This design comes from an exercise in tuning for small area on the open sky130 flow, not from production work. Only simulation tests tie the RTL to the original design; equivalence was not proved. Power is estimated from default activity; no workload was simulated. The flow treats the clock pin as an ideal source, which a real chip does not have.

run 1:
==> flow/design.v <==
package uart_pkg;
  localparam int UART_DATA_BITS  = 8;
  localparam int UART_FRAME_BITS = 10;   
endpackage
module uart_tx_port
#(
  parameter int depth = 16
) (
  input  logic       clk,
  input  logic       reset,
  input  logic [7:0] data,
  input  logic       we,
  input  logic       bit_cke,
  output logic       tx,
  output logic       full,
  output logic       busy,
  output logic       overflow
);
  localparam int AW = $clog2(depth);
  logic [7:0]  slot [depth+1];
  logic [AW:0] count;
  logic        empty;
  logic        push;
  logic        pop;
  logic [3:0]  ph;
  logic        at_end;    
  logic [7:0]  cur;
  assign at_end = ~ph[3] & ~ph[2];
  assign empty  = (count == '0);
  assign full   = count[AW];
  assign pop    = bit_cke & at_end & ~empty;
  assign push   = we & (~full | pop);
  assign busy   = ~(at_end & ph[0]) | ~empty;
  assign cur    = slot[count];
  assign tx     = ph[3] ? cur[ph[2:0]] : ~ph[2];
  logic          up;
  logic          dn;
  logic [AW:0]   cnt_flip;
  assign up = push & ~pop;
  assign dn = pop & ~push;
  always_comb begin
    logic ones, zeros;
    ones  = 1'b1;
    zeros = 1'b1;
    for (int k = 0; k <= AW; k++) begin
      cnt_flip[k] = (up & ones) | (dn & zeros);
      ones  = ones & count[k];
      zeros = zeros & ~count[k];
    end
  end
  logic [3:0] ph_nxt;
  always_comb begin
    if (at_end) begin
      ph_nxt = empty ? 4'b0001 : 4'b0111;
    end else begin
      ph_nxt[0] = ~ph[0];
      ph_nxt[1] = ph[1] ^ ph[0];
      ph_nxt[2] = ph[2] ^ (ph[1] & ph[0]);
      ph_nxt[3] = ph[3] ^ (ph[2] & ph[1] & ph[0]);
    end
  end
  always_ff @(posedge clk) begin
    if (push) begin
      slot[0] <= data;
      for (int k = 1; k <= depth; k++) begin
        slot[k] <= slot[k-1];
      end
    end
  end
  always_ff @(posedge clk or posedge reset) begin
    if (reset) begin
      count    <= '0;
      overflow <= 1'b0;
      ph       <= 4'b0001;
    end else begin
      count <= count ^ cnt_flip;
      if (we && !push) begin
        overflow <= 1'b1;
      end
      if (bit_cke) begin
        ph <= ph_nxt;
      end
    end
  end
endmodule
module uart_tx_bank
#(
  parameter int n     = 8,
  parameter int depth = 16
) (
  input  logic         clk,
  input  logic         reset,
  input  logic [7:0]   data,
  input  logic [n-1:0] cke,
  input  logic         bit_cke,
  output logic [n-1:0] tx,
  output logic [n-1:0] full,
  output logic [n-1:0] busy,
  output logic [n-1:0] overflow
);
  for (genvar i = 0; i < n; i++) begin : g_port
    uart_tx_port #(
      .depth(depth)
    ) u_port (
      .clk     (clk),
      .reset   (reset),
      .data    (data),
      .we      (cke[i]),
      .bit_cke (bit_cke),
      .tx      (tx[i]),
      .full    (full[i]),
      .busy    (busy[i]),
      .overflow(overflow[i])
    );
  end
endmodule
clock: 10.0 ns
lec_check: 0
cap_margin: 20
core_margin: 2
core_utilization: 65
cts_buf_list: sky130_fd_sc_hd__clkbuf_16
cts_cluster_diameter: 80
cts_cluster_size: 25
slew_margin: 20
run.sh (not shown) runs the stock make flow with config.mk's settings and CLKGATE_MAP_FILE= SYNTH_SCRIPT=/design/flow/synth_recipe.tcl, a recipe that flattens the netlist after the stock synthesis.
The following lists how run 2 was set up differently from run 1:
Settings: removing CTS_BUF_LIST (formerly sky130_fd_sc_hd__clkbuf_16); removing CTS_CLUSTER_SIZE (formerly 25); removing CTS_CLUSTER_DIAMETER (formerly 80); changing CORE_UTILIZATION from 65 to 72.
==> flow/flow/run.sh (new file) <==
#!/bin/bash
# Own layout flow: the standard flow (standard.sh), with three changes.
#  1. Synthesis is the standard synthesis script unchanged, except that
#     ABC maps the logic with an area-oriented script (area.abc) instead of
#     ORFS's delay-oriented one. Registers are mapped by dfflibmap before ABC
#     runs, so their names and cells are those of the standard synthesis.
#  2. Port buffers are the smallest buffer (buf_1); repair_design resizes
#     any that must drive more.
#  3. Clock tree synthesis uses larger sink clusters and
#     no dummy loads.
# make's full output goes to flow.log in the work folder; ORFS writes each
# step's own log under orfs/logs/.
set -euo pipefail
W=$PWD
F=$W/flow

cat > $W/area_synth.tcl <<EOT
# Swap ABC's script for the area-oriented one wherever synthesis sets it.
set ::my_area_abc {$F/area.abc}
proc ::my_area_abc_fix {args} {
  set i [lsearch -exact \$::abc_args -script]
  if { \$i >= 0 && [lindex \$::abc_args [expr {\$i + 1}]] ne \$::my_area_abc } {
    set ::abc_args [lreplace \$::abc_args [expr {\$i + 1}] [expr {\$i + 1}] \$::my_area_abc]
  }
}
trace add variable ::abc_args write ::my_area_abc_fix
source {$W/synth_recipe.tcl}
EOT

CTS="-sink_clustering_enable -repair_clock_nets -dont_use_dummy_load"
CTS="$CTS -buf_list {sky130_fd_sc_hd__clkbuf_16}"
CTS="$CTS -sink_clustering_size 30 -sink_clustering_max_diameter 80"
bash standard.sh SYNTH_SCRIPT=$W/area_synth.tcl "CTS_ARGS=$CTS" \
  "BUFFER_PORTS_ARGS=-buffer_cell sky130_fd_sc_hd__buf_1" finish > $W/flow.log 2>&1
==> flow/flow/area.abc (new file) <==
&get -n
&st
&syn2
&dch -f
&nf -a -p -C 32 -F 8 -A 6 -R 1000 -E 10
&st
&syn2
&dch -f
&nf -a -p -C 32 -F 8 -A 6 -R 1000 -E 10
&put
==> flow/standard.sh (new file) <==
#!/bin/bash
# synth_recipe.tcl (not shown) runs the flow's synth.tcl, then flattens the netlist and writes it again
# the make line also repeats each setting of config.mk as NAME=value (left out here)
make -C /OpenROAD-flow-scripts/flow DESIGN_CONFIG=/design/flow/config.mk WORK_HOME=/design/flow/orfs CLKGATE_MAP_FILE= SYNTH_SCRIPT=/design/flow/synth_recipe.tcl "${@:-finish}"
removed: flow/run.sh
==> run summary <==
- The setup slack of run 2 is larger than that of run 1.
- Relative to run 1, run 2 improves total design power.
- Routed length on met3 is lower on run 1
- Taking run 1 as the reference, in run 2 routed wire length fell 11%, total iterations of the first detailed-routing run rose 3.
- Going from run 1 to run 2, combinational power share -8.3 points, die area -18%.
- Cmp run 2 and run 1 / initial antenna violation count / lower: run 2
- Delta (run 2 minus run 1): worst setup slack after placement increased by 0.35 ns relative to the old numbers; peak per-stage delay on the critical path closely matched the old numbers; path depth of the worst reg2reg path -5.
## Diff of input files: run 3 against run 2
Settings: CORE_UTILIZATION now 65, was 72.
==> flow/flow/run.sh <==
#!/bin/bash
# Own layout flow: the standard flow (standard.sh), with two changes.
#  1. Synthesis is the standard synthesis script unchanged, except that
#     ABC maps the logic with an area-oriented script (area.abc) instead of
#     ORFS's delay-oriented one. Registers are mapped by dfflibmap before ABC
#     runs, so their names and cells are those of the standard synthesis.
#  2. Clock tree synthesis uses larger sink clusters and
#     no dummy loads.
# make's full output goes to flow.log in the work folder; ORFS writes each
# step's own log under orfs/logs/.
set -euo pipefail
W=$PWD
F=$W/flow

cat > $W/area_synth.tcl <<EOT
# Swap ABC's script for the area-oriented one wherever synthesis sets it.
set ::my_area_abc {$F/area.abc}
proc ::my_area_abc_fix {args} {
  set i [lsearch -exact \$::abc_args -script]
  if { \$i >= 0 && [lindex \$::abc_args [expr {\$i + 1}]] ne \$::my_area_abc } {
    set ::abc_args [lreplace \$::abc_args [expr {\$i + 1}] [expr {\$i + 1}] \$::my_area_abc]
  }
}
trace add variable ::abc_args write ::my_area_abc_fix
source {$W/synth_recipe.tcl}
EOT

CTS="-sink_clustering_enable -repair_clock_nets -dont_use_dummy_load"
CTS="$CTS -buf_list {sky130_fd_sc_hd__clkbuf_16}"
CTS="$CTS -sink_clustering_size 25 -sink_clustering_max_diameter 80"
bash standard.sh SYNTH_SCRIPT=$W/area_synth.tcl "CTS_ARGS=$CTS" finish > $W/flow.log 2>&1
==> flow/flow/area.abc <==
&get -n
&st
&syn2
&dch -f
&nf -a -R 1000
&st
&syn2
&dch -f
&nf -a -R 1000
&st
&dch -f
&nf -a -R 1000
&put
Results
- Run 3 against run 2: layout-stage area growth over the synthesis result up 1.4 points, final cell count rose by about 5.6%.
- [compare] base=run 2 new=run 3: number of buffers created by CTS has increased; share of the final layout cell area in multi-input gates neither gained nor lost much; global-route wire length before repair moved up; worst setup slack lost 0.58 ns.
- Est. power | run 3 vs run 2 | run 3 higher
- | static leakage | higher: run 3 |
### run 3 -> run 4
diff --git a/flow/flow/run.sh b/flow/flow/run.sh
--- a/flow/flow/run.sh
+++ b/flow/flow/run.sh
@@ -1,9 +1,11 @@
 #!/bin/bash
-# Own layout flow: the standard flow (standard.sh), with two changes.
+# Own layout flow: the standard flow (standard.sh), with three changes.
 #  1. Synthesis is the standard synthesis script unchanged, except that
 #     ABC maps the logic with an area-oriented script (area.abc) instead of
 #     ORFS's delay-oriented one. Registers are mapped by dfflibmap before ABC
 #     runs, so their names and cells are those of the standard synthesis.
-#  2. Clock tree synthesis uses larger sink clusters and
+#  2. Port buffers are the smallest buffer (buf_1); repair_design resizes
+#     any that must drive more.
+#  3. Clock tree synthesis uses larger sink clusters and
 #     no dummy loads.
 # make's full output goes to flow.log in the work folder; ORFS writes each
@@ -29,3 +31,4 @@
 CTS="$CTS -buf_list {sky130_fd_sc_hd__clkbuf_16}"
 CTS="$CTS -sink_clustering_size 25 -sink_clustering_max_diameter 80"
-bash standard.sh SYNTH_SCRIPT=$W/area_synth.tcl "CTS_ARGS=$CTS" finish > $W/flow.log 2>&1
+bash standard.sh SYNTH_SCRIPT=$W/area_synth.tcl "CTS_ARGS=$CTS" \
+  "BUFFER_PORTS_ARGS=-buffer_cell sky130_fd_sc_hd__buf_1" finish > $W/flow.log 2>&1
==> flow/flow/area.abc <==
&get -n
&st
&syn2
&dch -f
&nf -a -p -C 32 -F 8 -A 6 -R 1000 -E 10
&st
&syn2
&dch -f
&nf -a -p -C 32 -F 8 -A 6 -R 1000 -E 10
&put
### Flow results
Mux share of post-synthesis cell area across run 3 and run 4: no real change. Non-clock buffer count: higher on run 4. Run 4 vs run 3 — final-layout clock buffer total dropped slightly. Compared with run 3, run 4 shows a lower critical path depth in cells. Run 4 gives more average vias per placed instance than run 3 did.
The following lists how run 5 was set up differently from run 4:
diff --git a/flow/flow/run.sh b/flow/flow/run.sh
--- a/flow/flow/run.sh
+++ b/flow/flow/run.sh
@@ -30,5 +30,5 @@
 CTS="-sink_clustering_enable -repair_clock_nets -dont_use_dummy_load"
 CTS="$CTS -buf_list {sky130_fd_sc_hd__clkbuf_16}"
-CTS="$CTS -sink_clustering_size 25 -sink_clustering_max_diameter 80"
+CTS="$CTS -sink_clustering_size 30 -sink_clustering_max_diameter 80"
 bash standard.sh SYNTH_SCRIPT=$W/area_synth.tcl "CTS_ARGS=$CTS" \
   "BUFFER_PORTS_ARGS=-buffer_cell sky130_fd_sc_hd__buf_1" finish > $W/flow.log 2>&1
### Flow results
- Run 5: done, clean on timing, DRC and antenna
- Cmp run 5 vs run 4: setup slack on the worst flop-to-flop path higher in run 5
- From run 4 to run 5 the numbers moved as follows: global-route usage fell by 0.23 points, wire length went down.
Modified inputs, run 6 compared to run 5
Settings: swapping 65 for 58 in CORE_UTILIZATION.
## What came out
- Measured against each other, run 6 and run 5 differ in met2 routing resource usage after global routing, the lower figure coming from run 6.
- On maximum fanout along the worst path: between run 6 and run 5, it ends up lower for run 6.
- Going from run 5 to run 6, delay of the slowest cell on the worst path saw an increase; final cell utilization of the core saw a decrease.
- Delta (run 6 minus run 5): count of placed standard cells in the final layout, fillers left out rose about 2.8%, effective utilization at floorplan fell 7.3 points.
- Compared to run 5, run 6 has die area 12% higher.

==> separate check: timing with driven ports <==
The results above use ideal ports. As a check the final layouts listed here were re-extracted and re-timed, cells and wires unchanged. Step 1 (the two cells are an assumption about what drives the block):
set clk [get_ports {clk}]
set_driving_cell -lib_cell sky130_fd_sc_hd__clkbuf_16 $clk
set_driving_cell -lib_cell sky130_fd_sc_hd__buf_2 [delete_from_list [all_inputs] $clk]
Step 2, shift: input delay + t, output delay - t, t = (earliest + latest rising clock arrival at the registers) / 2. This alone moves slack from input paths to output paths. a / b / c = ideal ports / drivers / drivers and shift; a / b = the first two.
| run | shift t [ns] | setup slack, ns | clock arrival spread, ns |
|---|---|---|---|
| run 1 | 0.706 | 3.570 / 3.504 / 4.210 | 0.028 / 0.028 |
| run 2 | 0.684 | 3.919 / 3.855 / 4.325 | 0.031 / 0.030 |
| run 3 | 0.681 | 3.339 / 3.273 / 3.955 | 0.050 / 0.049 |
| run 4 | 0.692 | 3.895 / 3.828 / 4.520 | 0.044 / 0.044 |
| run 5 | 0.674 | 3.952 / 3.884 / 4.559 | 0.049 / 0.049 |
| run 6 | 0.679 | 3.885 / 3.821 / 4.500 | 0.050 / 0.050 |
After both steps setup and hold are still met in every run listed.
